This is an optimization exercise on Yosys and OpenROAD, whose aim is small area, a short achievable clock period and few clock cycles per item, not a production implementation.
The RTL was checked by simulation tests, not by an equivalence proof against the original design.
Power is estimated from default activity; no workload was simulated.

--- flow/config.mk ---
export PLATFORM = sky130hd
export DESIGN_NAME = execute_stage
export DESIGN_NICKNAME = execute_stage
export VERILOG_FILES = /design/flow/design.v
export SDC_FILE = /design/flow/constraint.sdc
export NUM_CORES = 4
export LEC_CHECK = 0
export ABC_AREA = 1
export CAP_MARGIN = 40
export CORE_MARGIN = 2
export CORE_UTILIZATION = 30
export PLACE_DENSITY = 0.75
export SETUP_SLACK_MARGIN = 3.55
export SLEW_MARGIN = 30
--- flow/constraint.sdc ---
create_clock -name core_clock -period 9.0 [get_ports {clk}]
set_input_delay 1.8000 -clock core_clock [delete_from_list [all_inputs] [get_ports {clk}]]
set_output_delay 1.8000 -clock core_clock [all_outputs]
set_load 0.01 [all_outputs]
--- flow/design.v ---
package rv_isa_pkg;
    typedef enum logic [6:0] {
        OP_LUI    = 7'b0110111,
        OP_AUIPC  = 7'b0010111,
        OP_JAL    = 7'b1101111,
        OP_JALR   = 7'b1100111,
        OP_BRANCH = 7'b1100011,
        OP_LOAD   = 7'b0000011,
        OP_STORE  = 7'b0100011,
        OP_OP_IMM = 7'b0010011,
        OP_OP     = 7'b0110011,
        OP_IMM_32 = 7'b0011011,
        OP_OP_32  = 7'b0111011,
        OP_SYSTEM = 7'b1110011
    } opcode_t;
    typedef enum logic [3:0] {
        ALU_ADD, ALU_SUB, ALU_AND, ALU_OR,
        ALU_XOR, ALU_SLL, ALU_SRL, ALU_SRA,
        ALU_SLT, ALU_SLTU, ALU_SEQ, ALU_SNE,
        ALU_SGE, ALU_SGEU
    } alu_op_t;
    typedef enum logic [1:0] {
        JUMP_NEVER,
        JUMP_ALWAYS,
        JUMP_ON_ALU
    } jump_cond_t;
endpackage
package ex_stage_pkg;
    localparam int XLEN_DEFAULT = 64;
    localparam int WORD_W = 32;
    localparam int INSTR_W = 32;
    typedef logic [INSTR_W-1:0] instr_t;
    typedef logic [WORD_W-1:0]  word_t;
endpackage
module ex_sequencer (
    input  logic                 clk,
    input  logic                 reset,
    input  logic                 execute_enable,
    input  logic                 flush,
    input  ex_stage_pkg::instr_t instruction,
    output logic                 bubble,
    output logic                 execute_done
);
    assign bubble = (instruction == '0);
    always_ff @(posedge clk) begin
        if (reset) begin
            execute_done <= 1'b0;
        end else begin
            execute_done <= execute_enable && !flush;
        end
    end
endmodule
module ex_operand_select #(
    parameter int XLEN = ex_stage_pkg::XLEN_DEFAULT
) (
    input  rv_isa_pkg::opcode_t  op_code,
    input  logic [XLEN-1:0]      pc,
    input  logic [XLEN-1:0]      reg_a,
    input  logic [XLEN-1:0]      reg_b,
    input  logic [XLEN-1:0]      immed,
    output logic [XLEN-1:0]      operand_a,
    output logic [XLEN-1:0]      operand_b
);
    always_comb begin
        case (op_code)
            rv_isa_pkg::OP_AUIPC: begin
                operand_a = pc;
                operand_b = immed;
            end
            rv_isa_pkg::OP_LUI: begin
                operand_a = '0;
                operand_b = immed;
            end
            rv_isa_pkg::OP_JAL, rv_isa_pkg::OP_JALR: begin
                operand_a = pc;
                operand_b = XLEN'(4);
            end
            rv_isa_pkg::OP_BRANCH, rv_isa_pkg::OP_OP, rv_isa_pkg::OP_OP_32: begin
                operand_a = reg_a;
                operand_b = reg_b;
            end
            default: begin
                operand_a = reg_a;
                operand_b = immed;
            end
        endcase
    end
endmodule
module ex_alu #(
    parameter int XLEN = ex_stage_pkg::XLEN_DEFAULT
) (
    input  logic [XLEN-1:0]     operand_a,
    input  logic [XLEN-1:0]     operand_b,
    input  rv_isa_pkg::alu_op_t alu_op,
    input  logic                word_op,
    input  logic                bubble,
    output logic [XLEN-1:0]     result
);
    localparam int W = ex_stage_pkg::WORD_W;
    logic sub;
    logic sel_sum, sel_and, sel_or, sel_xor, sel_srl, sel_sll, sel_cmp;
    logic is_sll, is_sra;
    always_comb begin
        sub     = 1'b0;
        sel_sum = 1'b0;
        sel_and = 1'b0;
        sel_or  = 1'b0;
        sel_xor = 1'b0;
        sel_srl = 1'b0;
        sel_sll = 1'b0;
        sel_cmp = 1'b0;
        case (alu_op)
            rv_isa_pkg::ALU_ADD:  sel_sum = 1'b1;
            rv_isa_pkg::ALU_SUB:  begin sel_sum = 1'b1; sub = 1'b1; end
            rv_isa_pkg::ALU_AND:  sel_and = 1'b1;
            rv_isa_pkg::ALU_OR:   sel_or  = 1'b1;
            rv_isa_pkg::ALU_XOR:  sel_xor = 1'b1;
            rv_isa_pkg::ALU_SLL:  sel_sll = 1'b1;
            rv_isa_pkg::ALU_SRL, rv_isa_pkg::ALU_SRA: sel_srl = 1'b1;
            rv_isa_pkg::ALU_SLT, rv_isa_pkg::ALU_SLTU,
            rv_isa_pkg::ALU_SGE, rv_isa_pkg::ALU_SGEU: begin sel_cmp = 1'b1; sub = 1'b1; end
            rv_isa_pkg::ALU_SEQ, rv_isa_pkg::ALU_SNE: begin sel_cmp = 1'b1; sub = 1'b1; end
            default: ;
        endcase
    end
    assign is_sll = (alu_op == rv_isa_pkg::ALU_SLL);
    assign is_sra = (alu_op == rv_isa_pkg::ALU_SRA);
    logic [XLEN-1:0] b_inv;
    logic [XLEN-1:0] sum;
    logic            carry;
    logic            lt_u;
    logic            lt_s;
    logic            eq;
    logic            all_prop;
    logic            cmp_bit;
    assign b_inv = operand_b ^ {XLEN{sub}};
    logic [XLEN-1:0] x_ab;
    logic [XLEN-1:0] n_ab;
    ex_adder #(.XLEN(XLEN), .SKLANSKY(1'b1)) adder_i (
        .a    (operand_a),
        .b    (b_inv),
        .cin  (sub),
        .sum  (sum),
        .cout (carry),
        .pall (all_prop),
        .prop (x_ab),
        .gen  (n_ab)
    );
    assign lt_u = ~carry;
    assign lt_s = lt_u ^ operand_a[XLEN-1] ^ operand_b[XLEN-1];
    assign eq   = all_prop;
    always_comb begin
        case (alu_op)
            rv_isa_pkg::ALU_SLT:  cmp_bit = lt_s;
            rv_isa_pkg::ALU_SLTU: cmp_bit = lt_u;
            rv_isa_pkg::ALU_SEQ:  cmp_bit = eq;
            rv_isa_pkg::ALU_SNE:  cmp_bit = ~eq;
            rv_isa_pkg::ALU_SGE:  cmp_bit = ~lt_s;
            rv_isa_pkg::ALU_SGEU: cmp_bit = ~lt_u;
            default:              cmp_bit = 1'b0;
        endcase
    end
    logic [5:0]      shamt;
    logic [XLEN-1:0] sh_in;
    logic            fill;
    logic [XLEN-1:0] sh [0:6];
    logic [XLEN-1:0] sh_rev;
    assign shamt = {operand_b[5] & ~word_op, operand_b[4:0]};
    assign fill  = is_sra & (word_op ? operand_a[W-1] : operand_a[XLEN-1]);
    always_comb begin
        for (int i = 0; i < XLEN; i++) begin
            if (is_sll)                 sh_in[i] = operand_a[XLEN-1-i];
            else if (word_op && i >= W) sh_in[i] = fill;
            else                        sh_in[i] = operand_a[i];
        end
    end
    always_comb begin
        sh[0] = sh_in;
        for (int s = 0; s < 6; s++) begin
            for (int i = 0; i < XLEN; i++) begin
                if (!shamt[s])                sh[s+1][i] = sh[s][i];
                else if (i + (1 << s) < XLEN) sh[s+1][i] = sh[s][i + (1 << s)];
                else                          sh[s+1][i] = fill;
            end
        end
        for (int i = 0; i < XLEN; i++) sh_rev[i] = sh[6][XLEN-1-i];
    end
    logic            k_n;
    logic            k_x;
    logic [XLEN-1:0] res;
    assign k_n = sel_and | sel_or;
    assign k_x = sel_xor | sel_or;
    always_comb begin
        res = ({XLEN{sel_sum & ~bubble}} & sum)
            | ({XLEN{k_n & ~bubble}}     & n_ab)
            | ({XLEN{k_x & ~bubble}}     & x_ab)
            | ({XLEN{sel_srl & ~bubble}} & sh[6])
            | ({XLEN{sel_sll & ~bubble}} & sh_rev);
        res[0] = res[0] | (sel_cmp & ~bubble & cmp_bit);
    end
    assign result = res;
endmodule
module ex_adder #(
    parameter int XLEN     = ex_stage_pkg::XLEN_DEFAULT,
    parameter bit SKLANSKY = 1'b1
) (
    input  logic [XLEN-1:0] a,
    input  logic [XLEN-1:0] b,
    input  logic            cin,
    output logic [XLEN-1:0] sum,
    output logic            cout,
    output logic            pall,
    output logic [XLEN-1:0] prop,
    output logic [XLEN-1:0] gen
);
    localparam int LOGN = $clog2(XLEN);
    localparam int NLEV = SKLANSKY ? LOGN : 2 * LOGN - 1;
    logic [XLEN-1:0] p;
    logic [XLEN-1:0] g [0:NLEV];
    logic [XLEN-1:0] t [0:NLEV];
    assign p = a ^ b;
    always_comb begin
        g[0] = a & b;
        g[0][0] = (a[0] & b[0]) | (p[0] & cin);
        t[0] = p;
    end
    genvar l, i;
    generate
        for (l = 0; l < NLEV; l++) begin : lev
            for (i = 0; i < XLEN; i++) begin : bitpos
                localparam int D  = SKLANSKY ? (1 << l)
                                  : (l < LOGN ? (1 << l) : (1 << (2 * LOGN - 2 - l)));
                localparam bit SK_ON = ((i / D) % 2) == 1;
                localparam int SK_J  = (i / D) * D - 1;
                localparam bit BK_UP = (l < LOGN) && ((i % (2 * D)) == (2 * D - 1));
                localparam bit BK_DN = (l >= LOGN) && (i >= 3 * D - 1)
                                       && (((i - (3 * D - 1)) % (2 * D)) == 0);
                localparam bit ON = SKLANSKY ? SK_ON : (BK_UP || BK_DN);
                localparam int J  = SKLANSKY ? SK_J : i - D;
                if (ON) begin : comb
                    assign g[l+1][i] = g[l][i] | (t[l][i] & g[l][J]);
                    assign t[l+1][i] = t[l][i] & t[l][J];
                end else begin : pass
                    assign g[l+1][i] = g[l][i];
                    assign t[l+1][i] = t[l][i];
                end
            end
        end
    endgenerate
    assign pall = t[NLEV][XLEN-1];
    assign prop = p;
    assign gen  = a & b;
    assign sum  = p ^ {g[NLEV][XLEN-2:0], cin};
    assign cout = g[NLEV][XLEN-1];
endmodule
module ex_branch_resolve #(
    parameter int XLEN = ex_stage_pkg::XLEN_DEFAULT
) (
    input  logic                   clk,
    input  logic                   bubble,
    input  rv_isa_pkg::jump_cond_t jump_if,
    input  logic                   jump_absolute,
    input  logic [XLEN-1:0]        pc,
    input  logic [XLEN-1:0]        reg_a,
    input  logic [XLEN-1:0]        immed,
    input  logic                   result_is_one,
    output logic                   jump_taken,
    output logic [XLEN-1:0]        jump_pc
);
    logic            always_q;
    logic            on_alu_q;
    logic [XLEN-1:0] target_q;
    logic [XLEN-1:0] base;
    logic [XLEN-1:0] target;
    logic            target_cout;
    assign base = jump_absolute ? reg_a : pc;
    ex_adder #(.XLEN(XLEN), .SKLANSKY(1'b0)) target_adder_i (
        .a    (base),
        .b    (immed),
        .cin  (1'b0),
        .sum  (target),
        .cout (target_cout),
        .pall (),
        .prop (),
        .gen  ()
    );
    always_ff @(posedge clk) begin
        always_q <= !bubble && (jump_if == rv_isa_pkg::JUMP_ALWAYS);
        on_alu_q <= !bubble && (jump_if == rv_isa_pkg::JUMP_ON_ALU);
        target_q <= target;
    end
    assign jump_taken = always_q || (on_alu_q && result_is_one);
    assign jump_pc    = jump_taken ? target_q : '0;
endmodule
module execute_stage #(
    parameter int XLEN = ex_stage_pkg::XLEN_DEFAULT
) (
    input  logic                   clk,
    input  logic                   reset,
    input  logic                   execute_enable,
    input  logic                   flush,
    input  ex_stage_pkg::instr_t   instruction,
    input  logic [XLEN-1:0]        pc,
    input  logic [XLEN-1:0]        reg_a,
    input  logic [XLEN-1:0]        reg_b,
    input  rv_isa_pkg::opcode_t    op_code,
    input  rv_isa_pkg::alu_op_t    alu_op,
    input  logic                   word_op,
    input  logic [XLEN-1:0]        immed,
    input  rv_isa_pkg::jump_cond_t jump_if,
    input  logic                   jump_absolute,
    output logic [XLEN-1:0]        alu_data_out,
    output logic [XLEN-1:0]        jump_pc,
    output logic                   jump_taken,
    output logic                   execute_done
);
    logic            bubble;
    logic [XLEN-1:0] operand_a;
    logic [XLEN-1:0] operand_b;
    logic [XLEN-1:0] alu_result;
    ex_sequencer sequencer_i (
        .clk            (clk),
        .reset          (reset),
        .execute_enable (execute_enable),
        .flush          (flush),
        .instruction    (instruction),
        .bubble         (bubble),
        .execute_done   (execute_done)
    );
    ex_operand_select #(.XLEN(XLEN)) operand_select_i (
        .op_code   (op_code),
        .pc        (pc),
        .reg_a     (reg_a),
        .reg_b     (reg_b),
        .immed     (immed),
        .operand_a (operand_a),
        .operand_b (operand_b)
    );
    ex_alu #(.XLEN(XLEN)) alu_i (
        .operand_a (operand_a),
        .operand_b (operand_b),
        .alu_op    (alu_op),
        .word_op   (word_op),
        .bubble    (bubble),
        .result    (alu_result)
    );
    logic [XLEN-1:0] result_q;
    logic            word_q;
    always_ff @(posedge clk) begin
        result_q <= alu_result;
        word_q   <= word_op;
    end
    localparam int W = ex_stage_pkg::WORD_W;
    assign alu_data_out = {word_q ? {(XLEN-W){result_q[W-1]}} : result_q[XLEN-1:W],
                           result_q[W-1:0]};
    logic result_is_one;
    assign result_is_one = result_q[0] && (result_q[W-1:1] == '0)
                           && (word_q || (result_q[XLEN-1:W] == '0));
    ex_branch_resolve #(.XLEN(XLEN)) branch_resolve_i (
        .clk           (clk),
        .bubble        (bubble),
        .jump_if       (jump_if),
        .jump_absolute (jump_absolute),
        .pc            (pc),
        .reg_a         (reg_a),
        .immed         (immed),
        .result_is_one (result_is_one),
        .jump_taken    (jump_taken),
        .jump_pc       (jump_pc)
    );
endmodule
--- flow/flow/run.sh ---
#!/bin/bash
# Standard layout, with the smallest buffer on the ports instead of the tool's pick.
set -euo pipefail
export BUFFER_PORTS_ARGS="-buffer_cell sky130_fd_sc_hd__buf_1"
bash standard.sh > standard.log 2>&1
--- flow/standard.sh ---
#!/bin/bash
# synth_recipe.tcl (not shown) runs the flow's synth.tcl, then flattens the netlist and writes it again
# the make line also repeats each setting of config.mk as NAME=value (left out here)
make -C /OpenROAD-flow-scripts/flow DESIGN_CONFIG=/design/flow/config.mk WORK_HOME=/design/flow/orfs CLKGATE_MAP_FILE= SYNTH_SCRIPT=/design/flow/synth_recipe.tcl "${@:-finish}"
==> results.toml, run 1 <==
[run_status]
outcome = "finished clean"

[detailed_routing]
route.detailed.vias_per_inst = 5.82
detail_route.wl_per_cell_um = 24.4
route.antenna.remaining_nets = 0
drt-initial-drc-count = 4238
via_count = 26500
post-route-drc-count = 0
drt_wl_total_um = 111000
detailedRoute.firstPassIterationCount = 8

[hold_path]
worstHoldPathType = "input port to register"

[critical_path]
cp.buffers_inverters = 8
crit_path_max_fanout = 19
setup.worst_path.end_class = "register"
cpMaxStageDelayCell = "a21oi_1"
timing.critical_path.required_ns = 9.38
critPathLaunchType = "input port"
worst_path_largest_cell_delay_ns = 0.49
setup_crit_path_kind = "input port to register"
cp_arrival_ns = 5.87
critical_path.top_delay_family = "compound AO/OA/AOI/OAI gates"

[power_and_ir_drop]
power.static_leakage_nw = 11.0
power-per-cell-area_nw_per_um2 = 143
worst_ir_drop_vdd_mv = 0.164
design_power_total_mw = 3.39

[layout]
instances_no_fill = 4558
synth_to_layout_area_growth_pct = 18.0
design.final.nets = 4147
num-fill-cells = 7193
post_route_cells_drive_above_1_share_pct = 6.69

[clocking]
tritoncts = "yes"
clkSinkCount = 132
cts.reportedPaths.clkPinSlew_ns = 0.08
h-tree-depth = 4
cts-root-buf = "clkbuf_16"
cts-buffers-inserted = 17
cts_max_path_buffers = 2

[logic_synthesis]
proportion_of_netlist_area_held_by_the_largest_area_contributor_pct = 21.3
synth_edf_count = 0
number_of_unique_standard_cell_types_used_by_synthesis = 55
synth.most_common_cell = "nand3_1"
synth_sequential_area_ratio_pct = 13.2
ys_seq_elements = 132
ys_async_sr_fraction_pct = 0
yosysTopAreaCell = "nand3_1"
post_synth_main_area_contributors = "nand3_1 (21%), nand2_1 (14%), dfxtp_1 (13%)"
syn-instance-count = 3373
yosysWarnings = 2188
synth.cell_area_um2 = 20000
average_instance_area_after_synthesis_um2 = 5.93
post_synth_net_total = 3843
yosys-top-cells-count = "nand3_1 (850), nand2_1 (726), inv_1 (343), nor2_1 (176), a21oi_1 (143)"
ys_dominant_reg_cell = "dfxtp_1"

[grt]
grt_start_max_net_pins = 71
globalRouteTotalUtil_pct = 30.2
grt_pass1_vias = 23900
overflow = 0
grt_first_pass_wirelength_um = 157000
grt_antenna_before_repair = 5

[run]
maxCapViolations = 0

[timing]
slew_headroom_pct = 37.5
clock.fmax_ghz = 0.182
final_period_minus_worst_setup_slack_ns = 5.49
setup-violations-final = 0
fin_tns_setup_ns = 0
hold_viol = 0
rsz0062_at_grt = "yes"
timing.final.max_slew_violations = 0
fin_crit_sh_pct = 60.9
max_slew.worst_pin.slew_ns = 0.934
whs_ns = 1.45

[placement]
place_hpwl_um = 87200
placed_cells = 4481
gpl.final_weighted_congestion = 1.06
buffer_ports.inserted = 436

[floorplan]
ios = 437
die_area_um2 = 68800
dieWidth_um = 262
placementRows = 94
area_of_the_core_region_um2 = 65900
start_util_pct = 30.4
dieHeight_um = 262
[kinds of logic (layout without fill, tap and decap cells)]
family          Yosys count  in the layout  share of synthesized area [%]
simple gates           1896           1902                           42.8
buf+inv                 585            896                           12.0
compound gates          462            462                           14.1
fa+ha+maj               163            163                           11.6
flops                   132            132                           13.2
xor+xnor                103            103                           4.51
mux                      32             32                           1.80
other cells               0              4                              0
[metal layers]
metal	GRT usage (%)	routed length, um
met2	46.3	47200
met5	0	0
met4	18.7	8410
met1	38.2	42400
met3	7.20	13100
[final timing paths]
kind | startpoint | depth (start not counted) | slack [ns] | end
worst min-delay path | reset | 2 | 1.45 | sequencer_i.execute_done
worst max-delay path | alu_op[0] | 26 | 3.51 | result_q[45]
[registers in the layout (all words and copies together) (netlist names)]
| register | count |
|---|---|
| sequencer_i.execute_done | 1 |
| word_q | 1 |
| branch_resolve_i.on_alu_q | 1 |
| result_q | 64 |
| branch_resolve_i.target_q | 64 |
| branch_resolve_i.always_q | 1 |
[per-stage QoR]
step                area, um^2  util (%)  setup WS, ns
CTS                      22900      34.8          3.54
finish                   23600      35.9          3.51
global placement         22000      33.4          2.13
floorplan                20000         -          3.56
global route             23600      35.8          3.42
detailed placement       22000      33.5          2.16
[power breakdown]
group	internal, mW	total [mW]	switching [mW]	leakage [nW]
clock	0.394	0.767	0.372	0.288
sequential	0.716	0.781	0.0653	1.11
combinational	0.584	1.84	1.26	9.56
total	1.69	3.39	1.69	11.0
[what timing repair did]
action,4_1_cts,5_1_grt
setup endpoints to repair,62,70
pin swaps,4,31
gates resized for setup,59,81
setup buffers,2,29
cloned,2,7
hold buffers,0,0
[placed cells by master (no fill, tap or decap), types with 52 or more instances in the layout]
cell     synthesis  routed
nor2_1         176     163
o21ai_0        120     104
dfxtp_1        132     132
xor2_1         100      97
nand2_1        726     719
nand3_1        850     845
nand4_1         52      52
a21oi_1        143     136
ha_1           125     122
inv_1          343     339
buf_1           42     431
[area by class of cell]
| cell class | instances | area, um^2 | area share (%) |
|---|---|---|---|
| inverter | 357 | 1370 | 5.79 |
| tap | 864 | 1080 | 4.58 |
| sequential | 132 | 2640 | 11.2 |
| multi-input combinational | 2662 | 15500 | 65.6 |
| clock inverter | 14 | 163 | 0.689 |
| timing repair buffer | 507 | 2440 | 10.3 |
| antenna | 4 | 10.0 | 0.0424 |
| clock buffer | 18 | 429 | 1.82 |
Testbench counts, summed over its fixed seeds: cycles 3,208, items 3,200.
==> inputs of run 2 (changes only) <==
--- a/flow/config.mk
+++ b/flow/config.mk
@@ -10,5 +10,6 @@
 export CORE_MARGIN = 2
 export CORE_UTILIZATION = 30
+export GPL_ROUTABILITY_DRIVEN = 0
 export PLACE_DENSITY = 0.75
-export SETUP_SLACK_MARGIN = 3.55
+export SETUP_SLACK_MARGIN = 3.7
 export SLEW_MARGIN = 30
==> run 2 against run 1 <==
Net effect:
- largest power group unchanged
- synthesized area unchanged
- clock-buffer cell count down 1
- largest cell class unchanged
- global-route usage down 0.53 points
==> results.toml, run 2 <==
[run_status]
outcome = "finished clean"

[timing]
fin_crit_sh_pct = 59.4
max_slew.worst_pin.slew_ns = 0.976
rsz0062_at_grt = "yes"
fin_tns_setup_ns = 0
setup-violations-final = 0
hold_viol = 0
final_period_minus_worst_setup_slack_ns = 5.34
timing.final.max_slew_violations = 0
clock.fmax_ghz = 0.187
slew_headroom_pct = 34.9

[placement]
postPlaceCellArea_um2 = 22000
place_hpwl_um = 83400
buffer_ports.inserted = 436
placed_cells = 4478

[logic_synthesis]
ys_dominant_reg_cell = "dfxtp_1"
synth_sequential_area_ratio_pct = 13.2
synth_edf_count = 0
yosysWarnings = 2188
yosys-top-cells-count = "nand3_1 (850), nand2_1 (726), inv_1 (343), nor2_1 (176), a21oi_1 (143)"
syn-instance-count = 3373
ys_async_sr_fraction_pct = 0
number_of_unique_standard_cell_types_used_by_synthesis = 55
synth.cell_area_um2 = 20000
synth.most_common_cell = "nand3_1"
average_instance_area_after_synthesis_um2 = 5.93
ys_seq_elements = 132
post_synth_main_area_contributors = "nand3_1 (21%), nand2_1 (14%), dfxtp_1 (13%)"
post_synth_net_total = 3843
proportion_of_netlist_area_held_by_the_largest_area_contributor_pct = 21.3
yosysTopAreaCell = "nand3_1"

[clocking]
clkSinkCount = 132
hold_buffers = 0
h-tree-depth = 4
cts-root-buf = "clkbuf_16"
cts-buffers-inserted = 17
cts.reportedPaths.clkPinSlew_ns = 0.08
tritoncts = "yes"
cts_max_path_buffers = 2

[floorplan]
area_of_the_core_region_um2 = 65900
dieHeight_um = 262
die_area_um2 = 68800
start_util_pct = 30.4
placementRows = 94
ios = 437
dieWidth_um = 262

[critical_path]
setup_crit_path_kind = "input port to register"
timing.critical_path.required_ns = 9.39
crit_path_max_fanout = 10
setup.worst_path.end_class = "register"
critPathLaunchType = "input port"
cp_arrival_ns = 5.73

[layout]
design.final.nets = 4165
post_route_cells_drive_above_1_share_pct = 7.77
instances_no_fill = 4575
synth_to_layout_area_growth_pct = 18.9
mostFrequentLayoutCell = "nand3_1"
finish.utilization_pct = 36.1
final_cell_area_um2 = 23800
sequential_cell_area_um2 = 2640
num-fill-cells = 7124
layout.cells.most_common_list = "nand3_1 (845), nand2_1 (711), buf_1 (432)"
multiInputGateArea_um2 = 15600
largestRegisters = "branch_resolve_i.target_q x64, result_q x64"

[detailed_routing]
drt_wl_total_um = 109000
via_count = 27300
route.antenna.remaining_nets = 0
drt-initial-drc-count = 5337
detail_route.wl_per_cell_um = 23.9
detailedRoute.firstPassIterationCount = 12
post-route-drc-count = 0
route.detailed.vias_per_inst = 5.96

[grt]
grt_start_max_net_pins = 71
overflow = 0
grt_pass1_vias = 24200
grt_antenna_before_repair = 2
grt_first_pass_wirelength_um = 154000
globalRouteTotalUtil_pct = 29.7

[power_and_ir_drop]
power-per-cell-area_nw_per_um2 = 142
worst_ir_drop_vdd_mv = 0.140
design_power_total_mw = 3.39
power.static_leakage_nw = 11.0

[hold_path]
whs_path_depth = 2
worstHoldPathType = "input port to register"

[run]
maxCapViolations = 0
==> run 2: changes by cell type in the layout (fill, tap and decap cells not counted), moves of 5 or more <==
| cell | delta |
|---|---|
| a22oi_1 | -12 |
| nand2_2 | +7 |
| nand2_1 | -8 |
| o21ai_1 | +5 |
| a21oi_1 | -5 |
| o21ai_0 | -6 |
| buf_4 | +16 |
| a22oi_2 | +12 |
==> run 2: metrics by stage <==
| stage | setup slack, ns | hold slack [ns] |
|---|---|---|
| 6_report | 3.66 | 1.45 |
| 5_1_grt | 3.54 | 1.47 |
| 4_1_cts | 3.69 | 1.43 |
| 3_5_place_dp | 1.99 | 1.98 |
| 3_3_place_gp | 1.69 | 1.96 |
| 2_1_floorplan | 3.60 | 1.83 |
==> run 2: layout make-up <==
cell class | instances | area share, %
Antenna cell | 3 | 0.0316
Timing Repair inverter | 1 | 0.0368
Timing Repair Buffer | 520 | 10.2
Sequential cell | 132 | 11.1
Clock buffer | 17 | 1.79
Inverter | 357 | 5.78
Multi-Input combinational cell | 2666 | 65.7
Tap cell | 864 | 4.54
Clock inverter | 15 | 0.768
==> run 2: worst max-delay path: stages <==
cell and delay (ns):
clkbuf_2 0.14, nand2_2 0.09, nor2_4 0.19, inv_1 0.09, nand2_2 0.10, nand2_4 0.12
nand2_8 0.14, buf_12 0.12, inv_6 0.06, a22oi_1 0.26, xor2_1 0.12, ha_1 0.35
inv_1 0.08, nor3_2 0.33, nand2_2 0.19, nor2_2 0.26, nand4_1 0.34, nor2_1 0.26
nor3_1 0.07, a21oi_1 0.13, nand2_1 0.07, nor2_1 0.08, nand3_1 0.08, a21oi_1 0.13
nand3_1 0.10
==> run 2: logic make-up after synthesis <==
group | synth area share (%)
XOR/XNOR | 4.51
AND/OR/NAND/NOR | 42.8
buffers and inverters | 12.0
multiplexers | 1.80
flip-flops | 13.2
adder cells (fa/ha/maj) | 11.6
AO/OA/AOI/OAI | 14.1
==> run 2: where the power goes <==
| group | switching, mW | internal [mW] | leakage [nW] |
|---|---|---|---|
| registers | 0.0785 | 0.716 | 1.11 |
| logic | 1.26 | 0.588 | 9.64 |
| clock network | 0.370 | 0.375 | 0.294 |
==> run 2: final timing paths <==
path | start | end | slack [ns]
worst max-delay path | op_code[4] | result_q[0] | 3.66
worst min-delay path | flush | sequencer_i.execute_done | 1.45
==> run 2: routing by layer <==
layer / vias up / wire, um / global-route usage, %
li1: 12200 / - / -
met1: 12300 / 39000 / 35.2
met2: 2246 / 46300 / 45.2
met3: 564 / 14500 / 9.60
met4: 4 / 9660 / 20.9
met5: - / 26 / 0
==> run 2: timing repair <==
item | CTS | global route
gates resized for setup | 55 | 110
cloned | 5 | 6
buffers inserted | 11 | 38
setup endpoints to repair | 70 | 74
pin swaps | 10 | 33
==> inputs of run 3 (changes only) <==
==> flow/flow/run.sh (replaced) <==
#!/bin/bash
# Standard layout, with the smallest buffer on the ports instead of the tool's
# pick, and power recovery (downsizing cells off the critical paths) after
# global routing.
set -euo pipefail
export BUFFER_PORTS_ARGS="-buffer_cell sky130_fd_sc_hd__buf_1"
export RECOVER_POWER=100
bash standard.sh > standard.log 2>&1
--- a/flow/config.mk
+++ b/flow/config.mk
@@ -10,6 +10,4 @@
 export CORE_MARGIN = 2
 export CORE_UTILIZATION = 30
-export GPL_ROUTABILITY_DRIVEN = 0
-export PLACE_DENSITY = 0.75
-export SETUP_SLACK_MARGIN = 3.7
+export SETUP_SLACK_MARGIN = 4
 export SLEW_MARGIN = 30
==> run 3 against run 2 <==
Net effect:
- non-clock buffer count rose by 58
- critical path depth rose by 4
- sequential share of layout area fell by 0.68 points
- final area rose by 6.5%
- die area did not move
- sequential cell count did not move
- cell count rose by 1.3%
- clock-buffer cell count did not move
- total power rose by 5.4%
- now fails the layout checks on capacitance limit, slew limit
- global-route usage rose by 1.8 points
- first-iteration DRC count fell by 31%
- combinational power rose by 9.7%
==> results.toml, run 3 <==
[detailed_routing]
drt_wl_total_um = 115000
route.antenna.remaining_nets = 0
detail_route.wl_per_cell_um = 24.9
drt-initial-drc-count = 3668
post-route-drc-count = 0
route.detailed.vias_per_inst = 5.79
detailedRoute.firstPassIterationCount = 8
via_count = 26800

[timing]
fin_tns_setup_ns = 0
max_slew.worst_pin.slew_ns = 3.50
clock.fmax_ghz = 0.140
slew_headroom_pct = -133
hold_viol = 0
final_period_minus_worst_setup_slack_ns = 7.14
setup-violations-final = 0
timing.final.max_slew_violations = 65
fin_crit_sh_pct = 79.3
rsz0062_at_grt = "yes"

[logic_synthesis]
yosysWarnings = 2188
synth.cell_area_um2 = 20000
syn-instance-count = 3373
proportion_of_netlist_area_held_by_the_largest_area_contributor_pct = 21.3
number_of_unique_standard_cell_types_used_by_synthesis = 55
yosys-top-cells-count = "nand3_1 (850), nand2_1 (726), inv_1 (343), nor2_1 (176), a21oi_1 (143)"
yosysTopAreaCell = "nand3_1"
post_synth_net_total = 3843
synth_sequential_area_ratio_pct = 13.2
synth_edf_count = 0
ys_dominant_reg_cell = "dfxtp_1"
ys_seq_elements = 132
synth.most_common_cell = "nand3_1"
ys_async_sr_fraction_pct = 0
average_instance_area_after_synthesis_um2 = 5.93
post_synth_main_area_contributors = "nand3_1 (21%), nand2_1 (14%), dfxtp_1 (13%)"

[power_and_ir_drop]
power.static_leakage_nw = 11.7
worst_ir_drop_vdd_mv = 0.149
net-switching-power_mw = 1.79
design_power_total_mw = 3.57
intPower_mw = 1.78
power.combinational.fraction_pct = 56.9
seq_power_share_pct = 21.8
pwr-share-clk_pct = 21.4
power.switching_fraction_pct = 50.0
power-per-cell-area_nw_per_um2 = 141

[critical_path]
crit_path_max_fanout = 6
critPathLaunchType = "input port"
setup_crit_path_kind = "input port to register"
cp_arrival_ns = 7.51
critical_path.top_delay_family = "simple AND/OR/NAND/NOR gates"
cp.buffers_inverters = 4
setup.worst_path.start = "op_code[6]"
critical_path.most_common_cell = "nand2_1"
worst_path_largest_cell_delay_ns = 0.93
cpMaxStageDelayCell = "o21ai_0"
timing.critical_path.required_ns = 9.37
setup.worst_path.end_class = "register"

[placement]
buffer_ports.inserted = 436
place_hpwl_um = 87800
gpl.final_weighted_congestion = 1.03

[grt]
globalRouteTotalUtil_pct = 31.5
grt_first_pass_wirelength_um = 162000
grt_antenna_before_repair = 4
grt_start_max_net_pins = 71
grt_pass1_vias = 24500
overflow = 0

[floorplan]
placementRows = 94
start_util_pct = 30.4
dieHeight_um = 262
ios = 437
area_of_the_core_region_um2 = 65900
dieWidth_um = 262
die_area_um2 = 68800

[layout]
synth_to_layout_area_growth_pct = 26.6
antenna-diode-count = 0
largestRegisters = "branch_resolve_i.target_q x64, result_q x64"
design.final.nets = 4226
layout.cells.most_common_list = "nand3_1 (816), nand2_1 (690), buf_1 (427)"
post_route_cells_drive_above_1_share_pct = 12.6
mostFrequentLayoutCell = "nand3_1"

[clocking]
hold_buffers = 0
cts-buffers-inserted = 17
clkSinkCount = 132
tritoncts = "yes"
cts.reportedPaths.clkPinSlew_ns = 0.07
h-tree-depth = 4
cts-root-buf = "clkbuf_16"
cts_max_path_buffers = 2

[run_status]
failed_layout_checks = "capacitance limit, slew limit"
outcome = "complete, but fails checks"

[hold_path]
hold_path.startpoint = "flush"
worstHoldPathType = "input port to register"

[run]
maxCapViolations = 1
==> run 3: cell families after synthesis <==
family	synth area share, %
multiplexers	1.80
AO/OA/AOI/OAI	14.1
flip-flops	13.2
XOR/XNOR	4.51
buffers and inverters	12.0
AND/OR/NAND/NOR	42.8
adder cells (fa/ha/maj)	11.6
==> run 3: cell type report <==
cell class,count,area (um^2)
Timing Repair Buffer,578,3200
Sequential cell,132,2640
Timing Repair inverter,3,33.8
Inverter,357,1400
Fill cell,7289,40500
Tap cell,864,1080
Multi-Input combinational cell,2667,16400
Clock inverter,15,183
Clock buffer,17,425
==> run 3: worst paths after layout <==
kind	to	slack, ns	depth (start not counted)
worst min-delay path	sequencer_i.execute_done	1.45	2
worst max-delay path	result_q[44]	1.86	29
==> run 3: metrics by stage <==
stage	util (%)	worst slack (ns)	hold slack, ns	instance area [um^2]	instances
after floorplan	-	3.86	1.83	20200	3373
after global placement	33.6	2.03	1.96	22100	4481
after detailed placement	33.7	1.98	1.96	22200	4485
after CTS	36.5	3.97	1.42	24000	4575
after global routing	38.5	1.90	1.45	25300	4633
final	38.5	1.86	1.45	25300	4633
==> run 3: timing repair <==
| item | in CTS | in global routing |
|---|---|---|
| endpoints found under the setup margin | 81 | 130 |
| pin swaps | 40 | 109 |
| cloned | 13 | 6 |
| setup buffers | 45 | 51 |
| gates resized for setup | 153 | 288 |
==> run 3: per-layer routing <==
layer / share of wire [%] / global-route usage (%)
met5: 0.011 / 0
met4: 8.1 / 21.4
met1: 38 / 38.2
met3: 10 / 7.67
met2: 44 / 49.2
==> run 3: power groups by stage <==
stage	Clock, mW	Sequential, mW	Combinational [mW]
2_1_floorplan	0	0.761	1.14
3_3_place_gp	0	0.789	1.69
3_5_place_dp	0	0.790	1.69
4_1_cts	0.779	0.777	1.81
5_1_grt	0.796	0.788	2.19
6_report	0.764	0.777	2.03
==> inputs of run 4 (changes only) <==
==> flow/flow/run.sh (replaced) <==
#!/bin/bash
# Standard layout, with the smallest buffer on the ports instead of the tool's
# pick, and timing repair left to the global-route stage (skipped after CTS).
set -euo pipefail
export BUFFER_PORTS_ARGS="-buffer_cell sky130_fd_sc_hd__buf_1"
export SKIP_CTS_REPAIR_TIMING=1
bash standard.sh > standard.log 2>&1
==> run 4 against run 3 <==
Net effect:
- now clean on timing, DRC and antenna
- fmax increased by 39%
- global-route usage decreased by 1.3 points
- clock power decreased by 0.5%
- synthesized area unchanged
- worst setup slack improved by 2.0 ns
- total power increased by 0.16%
- worst hold slack improved by 0.0018 ns
- first-iteration DRC count decreased by 2.1%
- critical path depth decreased by 2
==> results.toml, run 4 <==
[timing]
rsz0062_at_grt = "yes"
clock.fmax_ghz = 0.195
slew_headroom_pct = 47.0
timing.final.max_slew_violations = 0
fin_tns_setup_ns = 0
setup-violations-final = 0
fin_crit_sh_pct = 57.0
final_period_minus_worst_setup_slack_ns = 5.13
hold_viol = 0
max_slew.worst_pin.slew_ns = 0.795

[critical_path]
setup.worst_path.end_class = "register"
crit_path_max_fanout = 8
critPathLaunchType = "input port"
cp_arrival_ns = 5.50
setup_crit_path_kind = "input port to register"
timing.critical_path.required_ns = 9.37

[floorplan]
ios = 437
start_util_pct = 30.4
area_of_the_core_region_um2 = 65900
die_area_um2 = 68800
dieWidth_um = 262
dieHeight_um = 262
placementRows = 94

[grt]
overflow = 0
grt_first_pass_wirelength_um = 156000
globalRouteTotalUtil_pct = 30.2
grt_start_max_net_pins = 71
grt_pass1_vias = 23800
grt_antenna_before_repair = 4

[layout]
instances_no_fill = 4628
layout.cells.most_common_list = "nand3_1 (814), nand2_1 (681), buf_1 (428)"
sequential_cell_area_um2 = 2640
num-fill-cells = 7232
multiInputGateArea_um2 = 16600
post_route_cells_drive_above_1_share_pct = 13.7
mostFrequentLayoutCell = "nand3_1"
design.final.nets = 4220
synth_to_layout_area_growth_pct = 27.7
largestRegisters = "branch_resolve_i.target_q x64, result_q x64"

[logic_synthesis]
number_of_unique_standard_cell_types_used_by_synthesis = 55
yosys-top-cells-count = "nand3_1 (850), nand2_1 (726), inv_1 (343), nor2_1 (176), a21oi_1 (143)"
synth.most_common_cell = "nand3_1"
muxShareOfSynthArea_pct = 1.80
ys_dominant_reg_cell = "dfxtp_1"
synth_edf_count = 0
ys_async_sr_fraction_pct = 0
average_instance_area_after_synthesis_um2 = 5.93
yosys.area_share.xor_xnor_pct = 4.51
synth-simple-area-share_pct = 42.8
synthesized_area_fraction_occupied_by_ao_oa_aoi_and_oai_cells_pct = 14.1
synth_fa_ha_area_share_pct = 11.6
proportion_of_netlist_area_held_by_the_largest_area_contributor_pct = 21.3
synth.cell_area_um2 = 20000
yosysWarnings = 2188
yosysTopAreaCell = "nand3_1"
synth_sequential_area_ratio_pct = 13.2
post_synth_net_total = 3843
synth_top_family_by_area = "simple AND/OR/NAND/NOR gates"
syn-instance-count = 3373
ys_seq_elements = 132
post_synth_main_area_contributors = "nand3_1 (21%), nand2_1 (14%), dfxtp_1 (13%)"

[detailed_routing]
route.detailed.vias_per_inst = 5.79
detailedRoute.firstPassIterationCount = 7
drt_wl_total_um = 116000
route.antenna.remaining_nets = 0
drt-initial-drc-count = 3592
post-route-drc-count = 0
detail_route.wl_per_cell_um = 25.0
via_count = 26800

[run]
maxCapViolations = 0

[hold_path]
whs_path_depth = 2
holdPathEnd = "sequencer_i.execute_done"
worstHoldPathType = "input port to register"
hold_path.startpoint = "flush"

[clocking]
h-tree-depth = 4
clkSinkCount = 132
cts_max_path_buffers = 2
cts-buffers-inserted = 17
cts-root-buf = "clkbuf_16"
tritoncts = "yes"
cts.reportedPaths.clkPinSlew_ns = 0.07

[power_and_ir_drop]
design_power_total_mw = 3.58
worst_ir_drop_vdd_mv = 0.148
power.static_leakage_nw = 11.7
power-per-cell-area_nw_per_um2 = 140

[placement]
placed_cells = 4485
buffer_ports.inserted = 436
place_hpwl_um = 87800
gpl.final_weighted_congestion = 1.03

[run_status]
outcome = "finished clean"
run 4: power by group:
part           switching [mW]  internal [mW]
clock network           0.383          0.377
logic                    1.35          0.691
registers              0.0610          0.716
total                    1.79           1.78
run 4: worst max-delay path, stage by stage:
cell,delay [ns]
buf_1,0.07
inv_1,0.07
nand2_1,0.11
nor2_4,0.27
nand2_8,0.16
nand2_8,0.15
nand2_1,0.07
o21ai_1,0.08
buf_4,0.20
inv_2,0.07
fa_2,0.41
nand3b_1,0.18
nand3_2,0.14
nand2_1,0.08
o211ai_1,0.11
nand2_1,0.12
nand2_4,0.16
nand2_8,0.07
nand3_4,0.09
buf_12,0.17
nand3_2,0.08
nand2_2,0.09
a21oi_2,0.05
o21ai_1,0.11
o21ai_1,0.11
nor2_2,0.33
nand3_1,0.13
run 4: worst max path at each step:
stage	slack (ns)	end	startpoint	depth (start not counted)
after detailed placement	1.98	result_q[32]	alu_op[1]	21
after global routing	3.71	result_q[53]	op_code[0]	25
after global placement	2.03	result_q[52]	op_code[6]	23
after floorplan	3.86	result_q[32]	op_code[6]	27
final	3.87	result_q[44]	op_code[3]	27
after CTS	2.54	result_q[46]	alu_op[1]	23
run 4: cell type report:
type                       instances  area share, %
multi-input combinational       2668           65.0
timing repair buffer             571           12.4
sequential                       132           10.3
inverter                         357           5.46
tap                              864           4.23
clock buffer                      17           1.67
clock inverter                    15          0.715
timing repair inverter             3          0.167
antenna                            1        0.00980
run 4: through the flow:
step | area [um^2] | utilization (%) | setup WS (ns) | hold slack [ns]
final | 25500 | 38.8 | 3.87 | 1.46
after global routing | 25500 | 38.8 | 3.71 | 1.45
after CTS | 22800 | 34.6 | 2.54 | 1.42
after detailed placement | 22200 | 33.7 | 1.98 | 1.96
after global placement | 22100 | 33.6 | 2.03 | 1.96
after floorplan | 20200 | - | 3.86 | 1.83
run 4: per-layer routing:
layer / up-vias / global-route usage [%] / share of wire, %
met3: 340 / 6.09 / 9.9
met1: 12500 / 38.1 / 39
met5: - / 0 / 0
met2: 1685 / 47.2 / 44
li1: 12200 / - / -
met4: 0 / 18.5 / 7.7
run 4: kinds of logic (layout without fill, tap and decap cells):
group	count (synthesis)	after routing
AND/OR/NAND/NOR	1896	1907
other	0	1
adder cells (fa/ha/maj)	163	163
buffers and inverters	585	963
flip-flops	132	132
multiplexers	32	32
AO/OA/AOI/OAI	462	463
XOR/XNOR	103	103
==> inputs of run 5 (changes only) <==
--- a/flow/design.v
+++ b/flow/design.v
@@ -128,4 +128,5 @@
     logic [XLEN-1:0] b_inv;
     logic [XLEN-1:0] sum;
+    logic [XLEN-1:0] carries;
     logic            carry;
     logic            lt_u;
@@ -142,4 +143,5 @@
         .cin  (sub),
         .sum  (sum),
+        .carries (carries),
         .cout (carry),
         .pall (all_prop),
@@ -191,11 +193,16 @@
     assign k_n = sel_and | sel_or;
     assign k_x = sel_xor | sel_or;
+    logic [XLEN-1:0] other;
+    logic [XLEN-1:0] res_c0;
+    logic [XLEN-1:0] res_c1;
     always_comb begin
-        res = ({XLEN{sel_sum & ~bubble}} & sum)
-            | ({XLEN{k_n & ~bubble}}     & n_ab)
-            | ({XLEN{k_x & ~bubble}}     & x_ab)
-            | ({XLEN{sel_srl & ~bubble}} & sh[6])
-            | ({XLEN{sel_sll & ~bubble}} & sh_rev);
-        res[0] = res[0] | (sel_cmp & ~bubble & cmp_bit);
+        other = ({XLEN{k_n & ~bubble}}     & n_ab)
+              | ({XLEN{k_x & ~bubble}}     & x_ab)
+              | ({XLEN{sel_srl & ~bubble}} & sh[6])
+              | ({XLEN{sel_sll & ~bubble}} & sh_rev);
+        other[0] = other[0] | (sel_cmp & ~bubble & cmp_bit);
+        res_c0 = other | ({XLEN{sel_sum & ~bubble}} & x_ab);
+        res_c1 = other | ({XLEN{sel_sum & ~bubble}} & ~x_ab);
+        for (int i = 0; i < XLEN; i++) res[i] = carries[i] ? res_c1[i] : res_c0[i];
     end
     assign result = res;
@@ -209,4 +216,5 @@
     input  logic            cin,
     output logic [XLEN-1:0] sum,
+    output logic [XLEN-1:0] carries,
     output logic            cout,
     output logic            pall,
@@ -251,5 +259,6 @@
     assign prop = p;
     assign gen  = a & b;
-    assign sum  = p ^ {g[NLEV][XLEN-2:0], cin};
+    assign carries = {g[NLEV][XLEN-2:0], cin};
+    assign sum     = p ^ carries;
     assign cout = g[NLEV][XLEN-1];
 endmodule
@@ -281,4 +290,5 @@
         .sum  (target),
         .cout (target_cout),
+        .carries (),
         .pall (),
         .prop (),
==> flow/flow/run.sh (replaced) <==
#!/bin/bash
# Standard layout, with the smallest buffer on the ports instead of the tool's pick.
set -euo pipefail
export BUFFER_PORTS_ARGS="-buffer_cell sky130_fd_sc_hd__buf_1"
bash standard.sh > standard.log 2>&1
--- a/flow/config.mk
+++ b/flow/config.mk
@@ -10,4 +10,4 @@
 export CORE_MARGIN = 2
 export CORE_UTILIZATION = 30
-export SETUP_SLACK_MARGIN = 4
+export SETUP_SLACK_MARGIN = 3.7
 export SLEW_MARGIN = 30
==> run 5 against run 4 <==
Net effect:
- combinational power down 8%
- sequential cell count unchanged
- critical path depth down 1
- sequential share of layout area up 0.67 points
- largest power group unchanged
- non-clock buffer count down 53
- total power down 0.89%
==> results.toml, run 5 <==
[run_status]
outcome = "finished clean"

[detailed_routing]
drt-initial-drc-count = 3121
route.detailed.vias_per_inst = 5.66
post-route-drc-count = 0
via_count = 26300
detailedRoute.firstPassIterationCount = 7
route.antenna.remaining_nets = 0
detail_route.wl_per_cell_um = 23.9
drt_wl_total_um = 111000

[critical_path]
cpMaxStageDelayCell = "nand4_1"
worst_path_largest_cell_delay_ns = 0.43
crit_path_max_fanout = 26
cp_arrival_ns = 5.65
critPathLaunchType = "input port"
critical_path.top_delay_family = "simple AND/OR/NAND/NOR gates"
timing.critical_path.required_ns = 9.41
setup_crit_path_kind = "input port to register"
critical_path.most_common_cell = "nand2_1"
cp.buffers_inverters = 5
setup.worst_path.end_class = "register"

[hold_path]
whs_path_depth = 2
hold_path.startpoint = "flush"
worstHoldPathType = "input port to register"
holdPathEnd = "sequencer_i.execute_done"

[power_and_ir_drop]
power-per-cell-area_nw_per_um2 = 148
worst_ir_drop_vdd_mv = 0.184
power.static_leakage_nw = 11.2

[clocking]
cts-root-buf = "clkbuf_16"
tritoncts = "yes"
cts.reportedPaths.clkPinSlew_ns = 0.07
clkSinkCount = 132
cts_max_path_buffers = 2
h-tree-depth = 4
hold_buffers = 0
cts-buffers-inserted = 17

[run]
maxCapViolations = 0

[logic_synthesis]
yosysWarnings = 2188
synth_top_family_by_area = "simple AND/OR/NAND/NOR gates"
synth_sequential_area_ratio_pct = 13.2
yosys-top-cells-count = "nand3_1 (809), nand2_1 (723), inv_1 (460), o21ai_0 (161), nor2_1 (148)"
synth-simple-area-share_pct = 41.7
synthesized_area_fraction_occupied_by_ao_oa_aoi_and_oai_cells_pct = 15.6
proportion_of_netlist_area_held_by_the_largest_area_contributor_pct = 20.2
ys_seq_elements = 132
muxShareOfSynthArea_pct = 0.0561
post_synth_main_area_contributors = "nand3_1 (20%), nand2_1 (14%), dfxtp_1 (13%)"
ys_async_sr_fraction_pct = 0
average_instance_area_after_synthesis_um2 = 5.81
synth_fa_ha_area_share_pct = 11.0
synth.most_common_cell = "nand3_1"
synth_edf_count = 0
number_of_unique_standard_cell_types_used_by_synthesis = 54
ys_dominant_reg_cell = "dfxtp_1"
yosys.area_share.xor_xnor_pct = 4.19
synth.cell_area_um2 = 20100
yosysTopAreaCell = "nand3_1"
syn-instance-count = 3456
post_synth_net_total = 3920

[grt]
grt_start_max_net_pins = 73
globalRouteTotalUtil_pct = 30.8
overflow = 0
grt_pass1_vias = 24600
grt_first_pass_wirelength_um = 158000
grt_antenna_before_repair = 7

[layout]
layout.cells.most_common_list = "nand3_1 (806), nand2_1 (708), inv_1 (455)"
synth_to_layout_area_growth_pct = 19.6
mostFrequentLayoutCell = "nand3_1"
num-fill-cells = 7343
largestRegisters = "branch_resolve_i.target_q x64, result_q x64"
post_route_cells_drive_above_1_share_pct = 7.33
sequential_cell_area_um2 = 2640
instances_no_fill = 4652
multiInputGateArea_um2 = 15300
design.final.nets = 4232

[placement]
place_hpwl_um = 84800
placed_cells = 4563
buffer_ports.inserted = 436
gpl.final_weighted_congestion = 1.06

[timing]
fin_crit_sh_pct = 58.2
rsz0062_at_grt = "yes"
clock.fmax_ghz = 0.191
max_slew.worst_pin.slew_ns = 0.867
timing.final.max_slew_violations = 0
fin_tns_setup_ns = 0
hold_viol = 0
setup-violations-final = 0
final_period_minus_worst_setup_slack_ns = 5.24
slew_headroom_pct = 41.6

[floorplan]
dieHeight_um = 263
die_area_um2 = 69000
dieWidth_um = 263
area_of_the_core_region_um2 = 66000
placementRows = 94
start_util_pct = 30.4
ios = 437
==> run 5: cell count changes after synthesis, moves of 39 or more <==
cell / delta
nand3_1: -41
a32oi_1: +58
o21ai_0: +41
inv_1: +117
a22oi_1: -55
o22ai_1: +39
==> run 5: kinds of logic (layout without fill, tap and decap cells) <==
logic type / after synthesis / after routing
xor gates and xnor gates: 96 / 96
buffers and inverters: 704 / 1023
adders and majority gates: 157 / 157
DFF: 132 / 132
muxes: 1 / 1
other: 0 / 8
and+or+nand+nor: 1848 / 1853
AOI/OAI and AO/OA: 518 / 518
==> run 5: routing by layer <==
layer,global-route usage (%),vias to the layer above,part of all wire [%]
li1,-,12300,-
met1,34.0,12200,37
met2,50.5,1396,45
met3,6.75,443,7.8
met4,26.0,4,9.8
met5,0,-,0.024
==> run 5: layout make-up <==
type,count,share of cell area (%)
multi-input cells,2625,63.6
flip-flops and latches,132,11.0
repair buffers,518,10.4
inverters,472,7.54
well taps,864,4.50
clock buffers,19,1.89
clock inverters,12,0.938
diodes,8,0.0834
repair inverters,2,0.0730
==> run 5: metrics by stage <==
step,util [%],setup slack (ns),cell area (um^2),power (mW),hold WS (ns)
2_1_floorplan,-,3.71,20100,1.90,1.83
3_3_place_gp,33.4,2.24,22000,2.46,1.98
3_5_place_dp,33.4,2.12,22100,2.47,1.97
4_1_cts,35.1,3.71,23200,3.40,1.42
5_1_grt,36.4,3.58,24000,3.75,1.44
6_report,36.4,3.76,24000,3.55,1.44
==> run 5: report_power, final <==
part           internal (mW)  switching [mW]  leakage, nW
combinational          0.597            1.27         9.77
sequential             0.715          0.0759         1.11
clock                  0.533           0.353        0.334
==> run 5: worst max path at each step <==
stage	from	cells after the start	slack [ns]	to
after floorplan	op_code[1]	22	3.71	result_q[59]
after CTS	op_code[4]	24	3.71	result_q[0]
after global placement	op_code[4]	25	2.24	result_q[0]
final	op_code[6]	26	3.76	result_q[0]
after detailed placement	op_code[4]	25	2.12	result_q[0]
after global routing	op_code[6]	24	3.58	result_q[0]
==> run 5: timing repair <==
action / in CTS / in global routing
buffers inserted: 10 / 27
cloned: 5 / 4
resized for setup: 57 / 114
pin swaps: 5 / 27
endpoints found under the setup margin: 85 / 70
Testbench counts of run 5, summed over its fixed seeds: cycles 3,208, items 3,200.
==> inputs of run 6 (changes only) <==
--- a/flow/config.mk
+++ b/flow/config.mk
@@ -10,4 +10,5 @@
 export CORE_MARGIN = 2
 export CORE_UTILIZATION = 30
+export PLACE_DENSITY = 0.75
 export SETUP_SLACK_MARGIN = 3.7
 export SLEW_MARGIN = 30
==> run 6 against run 5 <==
Net effect:
- still clean
- synthesized area unchanged
- clock power down 8.6%
- synthesized cell count did not move
- sequential cell count did not move
- critical path depth down 5
- sequential power decreased by 1%
- worst setup slack got worse by 0.17 ns
- combinational power is essentially flat
==> results.toml, run 6 <==
[power_and_ir_drop]
design_power_total_mw = 3.48
power-per-cell-area_nw_per_um2 = 144
worst_ir_drop_vdd_mv = 0.163
power.static_leakage_nw = 11.2

[clocking]
cts-buffers-inserted = 17
hold_buffers = 0
cts_max_path_buffers = 2
cts-root-buf = "clkbuf_16"
tritoncts = "yes"
h-tree-depth = 4
cts.reportedPaths.clkPinSlew_ns = 0.07
clkSinkCount = 132

[timing]
finalWorstSetupSlack_ns = 3.58
clock.fmax_ghz = 0.185
rsz0062_at_grt = "yes"
final_period_minus_worst_setup_slack_ns = 5.42
timing.final.max_slew_violations = 0
setup-violations-final = 0
fin_tns_setup_ns = 0
max_slew.worst_pin.slew_ns = 0.850
fin_crit_sh_pct = 60.2
slew_headroom_pct = 42.8
hold_viol = 0

[critical_path]
crit_path_max_fanout = 24
timing.critical_path.required_ns = 9.39
setup.worst_path.end_class = "register"
cp_arrival_ns = 5.80
setup.worst_path.start = "op_code[1]"
critPathLaunchType = "input port"
setup_crit_path_kind = "input port to register"

[detailed_routing]
post-route-drc-count = 0
detail_route.wl_per_cell_um = 23.1
detailedRoute.firstPassIterationCount = 10
route.antenna.remaining_nets = 0
route.detailed.vias_per_inst = 5.76
drt_wl_total_um = 107000
drt-initial-drc-count = 3495
via_count = 26800

[run]
maxCapViolations = 0

[logic_synthesis]
syn-instance-count = 3456
synth.cell_area_um2 = 20100
ys_async_sr_fraction_pct = 0
yosysTopAreaCell = "nand3_1"
yosys-top-cells-count = "nand3_1 (809), nand2_1 (723), inv_1 (460), o21ai_0 (161), nor2_1 (148)"
ys_dominant_reg_cell = "dfxtp_1"
synth.most_common_cell = "nand3_1"
post_synth_main_area_contributors = "nand3_1 (20%), nand2_1 (14%), dfxtp_1 (13%)"
number_of_unique_standard_cell_types_used_by_synthesis = 54
proportion_of_netlist_area_held_by_the_largest_area_contributor_pct = 20.2
post_synth_net_total = 3920
ys_seq_elements = 132
synth_edf_count = 0
synth_sequential_area_ratio_pct = 13.2
average_instance_area_after_synthesis_um2 = 5.81
yosysWarnings = 2188

[grt]
grt_pass1_vias = 24800
globalRouteTotalUtil_pct = 29.7
grt_antenna_before_repair = 5
overflow = 0
grt_start_max_net_pins = 73
grt_first_pass_wirelength_um = 154000

[floorplan]
placementRows = 94
ios = 437
die_area_um2 = 69000
start_util_pct = 30.4
dieHeight_um = 263
dieWidth_um = 263
area_of_the_core_region_um2 = 66000

[placement]
buffer_ports.inserted = 436
placement.setup.worst_slack_ns = 1.81
place_hpwl_um = 82200
gpl.final_weighted_congestion = 1.07

[layout]
layout.cells.most_common_list = "nand3_1 (809), nand2_1 (707), inv_1 (455)"
synth_to_layout_area_growth_pct = 20.3
sequential_cell_area_um2 = 2640
largestRegisters = "branch_resolve_i.target_q x64, result_q x64"
design.final.nets = 4234
mostFrequentLayoutCell = "nand3_1"
post_route_cells_drive_above_1_share_pct = 8.22
multiInputGateArea_um2 = 15400
num-fill-cells = 7150

[hold_path]
worstHoldPathType = "input port to register"
hold_path.startpoint = "flush"

[run_status]
outcome = "finished clean"
==> run 6: changes by cell type in the layout (fill, tap and decap cells not counted), moves of 4 or more <==
| cell | delta |
|---|---|
| o21ai_1 | -12 |
| clkinvlp_4 | +5 |
| a32oi_1 | -8 |
| xor2_1 | -10 |
| o21ai_2 | +10 |
| o21ai_0 | +4 |
| a21boi_2 | +5 |
| ha_1 | -5 |
| ha_2 | +4 |
| inv_6 | -4 |
| xor2_2 | +10 |
| a32oi_2 | +5 |
==> run 6: logic make-up (layout without fill, tap and decap cells) <==
logic type	Yosys count	count (layout)	synth area share [%]
buf+inv	704	1026	14.3
flops	132	132	13.2
xor+xnor	96	96	4.19
compound gates	518	519	15.6
simple gates	1848	1852	41.7
mux	1	1	0.0561
fa+ha+maj	157	157	11.0
other cells	0	5	0
==> run 6: final timing paths <==
check | cells past startpoint | end | slack (ns)
setup / recovery | 21 | result_q[25] | 3.58
hold / removal | 2 | sequencer_i.execute_done | 1.46
==> run 6: what timing repair did <==
item / in CTS / in global routing
gates resized for setup: 76 / 121
setup endpoints to repair: 95 / 73
setup buffers: 12 / 27
cloned: 6 / 2
pin swaps: 11 / 32
==> run 6: layout make-up <==
class	instances	area share, %
Tap cell	864	4.48
Clock buffer	21	1.99
Sequential cell	132	10.9
Timing Repair Buffer	520	10.3
Inverter	472	7.49
Antenna cell	5	0.0518
Clock inverter	11	0.720
Multi-Input combinational cell	2625	64.0
Timing Repair inverter	2	0.0622
==> run 6: through the flow <==
step | util (%) | hold slack (ns) | cell area, um^2 | instances
floorplan | - | 1.83 | 20100 | 3456
global placement | 33.4 | 1.98 | 22000 | 4557
detailed placement | 33.5 | 1.97 | 22100 | 4565
CTS | 35.2 | 1.43 | 23300 | 4615
global route | 36.6 | 1.47 | 24100 | 4650
finish | 36.6 | 1.46 | 24100 | 4652
==> run 6: critical path: stages <==
cell     delay [ns]
buf_1          0.08
nand2_1        0.18
nor2_1         0.11
nand2_4        0.10
buf_4          0.16
buf_4          0.13
nand4_1        0.42
nand3_1        0.24
nand3_2        0.23
nand2_2        0.23
buf_4          0.33
nand3_1        0.18
nand3_1        0.17
nand3_1        0.15
nand3_1        0.16
nand3_1        0.16
nand2_1        0.13
nand2_1        0.10
nand3_1        0.31
nand3_1        0.14
nand4_1        0.27
==> run 6: power breakdown <==
group | switching [mW] | leakage, nW | internal, mW | total (mW)
Combinational | 1.29 | 9.78 | 0.598 | 1.89
Sequential | 0.0639 | 1.11 | 0.715 | 0.779
Clock | 0.317 | 0.312 | 0.492 | 0.810
==> run 6: metal layers <==
| layer | vias up | GRT usage, % | part of all wire [%] |
|---|---|---|---|
| met4 | 0 | 25.6 | 11 |
| met3 | 507 | 6.50 | 9.5 |
| li1 | 12300 | - | - |
| met5 | - | 0 | 0 |
| met2 | 1798 | 48.4 | 45 |
| met1 | 12200 | 32.8 | 35 |

-- port drivers added, routing unchanged --
No port has a modelled driver above. Below, the same layouts with a new extraction and two added sets of constraints.
Step 1 sets driving cells, clkbuf_16 on the clock port and buf_2 on the other inputs (assumed; they add their load-dependent delay and slew).
Step 2 also shifts input and output timing later by t, the mid clock arrival at the registers, as if the neighbouring blocks saw the same clock.
a / b / c = ideal ports / drivers / drivers and shift; a / b = the first two.
run	t, ns	setup slack, ns	worst hold slack (ns)	cell pins on the clock port's net
run 1	0.569	3.515 / 3.539 / 2.970	1.447 / 1.414 / 1.982	1
run 2	0.557	3.656 / 3.689 / 3.131	1.454 / 1.422 / 1.979	1
run 3	0.567	1.864 / 1.873 / 1.307	1.455 / 1.418 / 1.985	1
run 4	0.565	3.873 / 3.873 / 3.308	1.456 / 1.421 / 1.986	1
run 5	0.576	3.759 / 3.796 / 3.220	1.444 / 1.404 / 1.980	1
run 6	0.554	3.585 / 3.622 / 3.068	1.462 / 1.429 / 1.983	1
For run 4, which loses most, drivers alone change the setup slack by 0.000 ns; drivers and shift together by -0.565 ns.
